What follows belongs to an exercise in optimizing a design on an open flow for small area, a short achievable clock period and few clock cycles; a production flow would make more cautious choices. The RTL was checked by simulation tests, not by an equivalence proof against the original design. Power figures rest on the tool's default switching activity, not on a simulated workload.

Setup of v2:
## aluTop
module aluTop (
	input  logic        clk,
	input  logic        rstN,
	input  logic        cyc,
	input  logic        stb,
	input  logic        we,
	input  logic [2:0]  adr,
	input  logic [31:0] datWr,
	output logic [31:0] datRd,
	output logic        ack
);
For scale: about 85 flip-flops, about 73 I/O pins.
export LEC_CHECK = 0
export ABC_CLOCK_PERIOD_IN_PS = 8000
export CAP_MARGIN = 20
export CORE_MARGIN = 2
export CORE_UTILIZATION = 65
export CTS_BUF_LIST = sky130_fd_sc_hd__clkbuf_4 sky130_fd_sc_hd__clkbuf_8
export CTS_CLUSTER_DIAMETER = 20
export SLEW_MARGIN = 60
create_clock -name core_clock -period 45.0 [get_ports {clk}]
standard.sh (not shown) runs the stock make flow with config.mk's settings and CLKGATE_MAP_FILE= SYNTH_SCRIPT=/design/flow/synth_recipe.tcl, a recipe that flattens the netlist after the stock synthesis.
==> flow/flow/run.sh <==
#!/bin/bash
# Standard layout (the standard.sh, unchanged synthesis and steps), with
# plain buf_2 cells as the port buffers in place of the delay buffers that
# buffer_ports picks by default. Every input and output port is still buffered.
export BUFFER_PORTS_ARGS="-buffer_cell sky130_fd_sc_hd__buf_2"
bash standard.sh > standard.log 2>&1
In summary, v2 completed successfully, with a layout that passed the timing, design-rule and antenna checks.
Testbench counts of v2, summed over its fixed seeds: cycles 50,126.
Modified inputs, v34 compared to v2
# v2
export LEC_CHECK = 0
export ABC_CLOCK_PERIOD_IN_PS = 8000
export CAP_MARGIN = 20
export CORE_MARGIN = 2
export CORE_UTILIZATION = 65
export CTS_BUF_LIST = sky130_fd_sc_hd__clkbuf_4 sky130_fd_sc_hd__clkbuf_8
export CTS_CLUSTER_DIAMETER = 20
export SLEW_MARGIN = 60
create_clock -name core_clock -period 45.0 [get_ports {clk}]
# v34
export LEC_CHECK = 0
export ABC_CLOCK_PERIOD_IN_PS = 8000
export CAP_MARGIN = 20
export CORE_MARGIN = 2
export CORE_UTILIZATION = 65
export CTS_BUF_LIST = sky130_fd_sc_hd__clkbuf_16
export CTS_CLUSTER_DIAMETER = 80
export CTS_CLUSTER_SIZE = 40
export SLEW_MARGIN = 60
create_clock -name core_clock -period 45.0 [get_ports {clk}]
==> comparison <==
- Share of total power in sequential cells, v2 and v34, lower one = v34.
- Compared to v2, the routing of v34 uses more wire.
- [compare] base=v2 new=v34: total power draw went up by 4.8%; final worst-path cycle share was more or less identical; aggregate global-route resource usage went up by 0.21 points.
- Peak per-stage delay on the critical path, v2 and v34, higher one = v2.
> inputs changed (v34 -> v25)
# v34
export LEC_CHECK = 0
export ABC_CLOCK_PERIOD_IN_PS = 8000
export CAP_MARGIN = 20
export CORE_MARGIN = 2
export CORE_UTILIZATION = 65
export CTS_BUF_LIST = sky130_fd_sc_hd__clkbuf_16
export CTS_CLUSTER_DIAMETER = 80
export CTS_CLUSTER_SIZE = 40
export SLEW_MARGIN = 60
create_clock -name core_clock -period 45.0 [get_ports {clk}]
# v25
export LEC_CHECK = 0
export ABC_CLOCK_PERIOD_IN_PS = 8000
export CAP_MARGIN = 20
export CORE_MARGIN = 2
export CORE_UTILIZATION = 65
export CTS_BUF_LIST = sky130_fd_sc_hd__clkbuf_8
export CTS_CLUSTER_DIAMETER = 60
export CTS_CLUSTER_SIZE = 30
export SLEW_MARGIN = 60
create_clock -name core_clock -period 45.0 [get_ports {clk}]
The lower worst-case clock skew came out of v34.
Taking v34 as the reference point, the register-to-register slack of v25 rises by 20 ps.
Cell area power density in v25 is 1.6 nW/um2 below v34.
Fmax: v25 lower than v34
Diff v34 -> v25: fraction of power consumed by the clock network decreased 4.1 points; hold slack increased 8.6 ps; largest vdd supply drop decreased 0.0022 mV.
The final routed wirelength across all metal layers in v25 sits about 0.56% below the value recorded for v34.
## Diff of input files: v19 against v25
# v25
export LEC_CHECK = 0
export ABC_CLOCK_PERIOD_IN_PS = 8000
export CAP_MARGIN = 20
export CORE_MARGIN = 2
export CORE_UTILIZATION = 65
export CTS_BUF_LIST = sky130_fd_sc_hd__clkbuf_8
export CTS_CLUSTER_DIAMETER = 60
export CTS_CLUSTER_SIZE = 30
export SLEW_MARGIN = 60
create_clock -name core_clock -period 45.0 [get_ports {clk}]
# v19
export LEC_CHECK = 0
export ABC_CLOCK_PERIOD_IN_PS = 8000
export CAP_MARGIN = 20
export CORE_MARGIN = 2
export CORE_UTILIZATION = 65
export CTS_BUF_LIST = sky130_fd_sc_hd__clkbuf_8
export SLEW_MARGIN = 60
create_clock -name core_clock -period 45.0 [get_ports {clk}]
- As far as share of the clock period used by the worst path goes, v25 and v19 are indistinguishable; the numbers are identical.
- v25 -> v19: post-route minimum period delta 0, exact match
- As far as internal cell power goes, v19 and v25 are indistinguishable; the numbers are identical.
- For worst hold slack, v25 and v19 come out practically identical.
- Changes observed in v19 relative to v25: total non-filler cell area in the finished layout held steady; fmax held steady; sum of met3 wire segment lengths after detailed routing held steady; clock distribution area overhead in the final layout held steady.
- Reported for v19 and v25, post-synth design cell area turned out identical to the last digit.
- Status | v19 and v25 | clean

## what the ideal ports hide
No port has a modelled driver above. Below, the same layouts with a new extraction and two added sets of constraints. Step 1 sets driving cells, clkbuf_16 on the clock port and buf_2 on the other inputs (assumed; they add their load-dependent delay and slew). Step 2 times the ports against the registers' clock, not the clock port: input delays grow and output delays shrink by t, the midpoint of the rising clock arrivals with the driver on. Slacks: no drivers / after step 1 / after step 2; pairs: no drivers / after step 1.
| run | t, ns | setup WS [ns] | hold slack, ns | worst slew at a driven data input, ns | cell pins on the clock port's net |
|---|---|---|---|---|---|
| v2 | 0.388 | 34.550 / 34.517 / 34.322 | 0.557 / 0.557 / 0.557 | 0.03 | 1 |
| v34 | 0.382 | 34.592 / 34.552 / 34.321 | 0.550 / 0.550 / 0.550 | 0.03 | 1 |
| v25 | 0.387 | 34.552 / 34.519 / 34.322 | 0.559 / 0.559 / 0.559 | 0.03 | 1 |
| v19 | 0.387 | 34.552 / 34.519 / 34.322 | 0.559 / 0.559 / 0.559 | 0.03 | 1 |
After both steps setup and hold are still met in every run listed. The setup slack of v34, which loses most, moves by -0.040 ns with the drivers and by -0.271 ns with both steps.
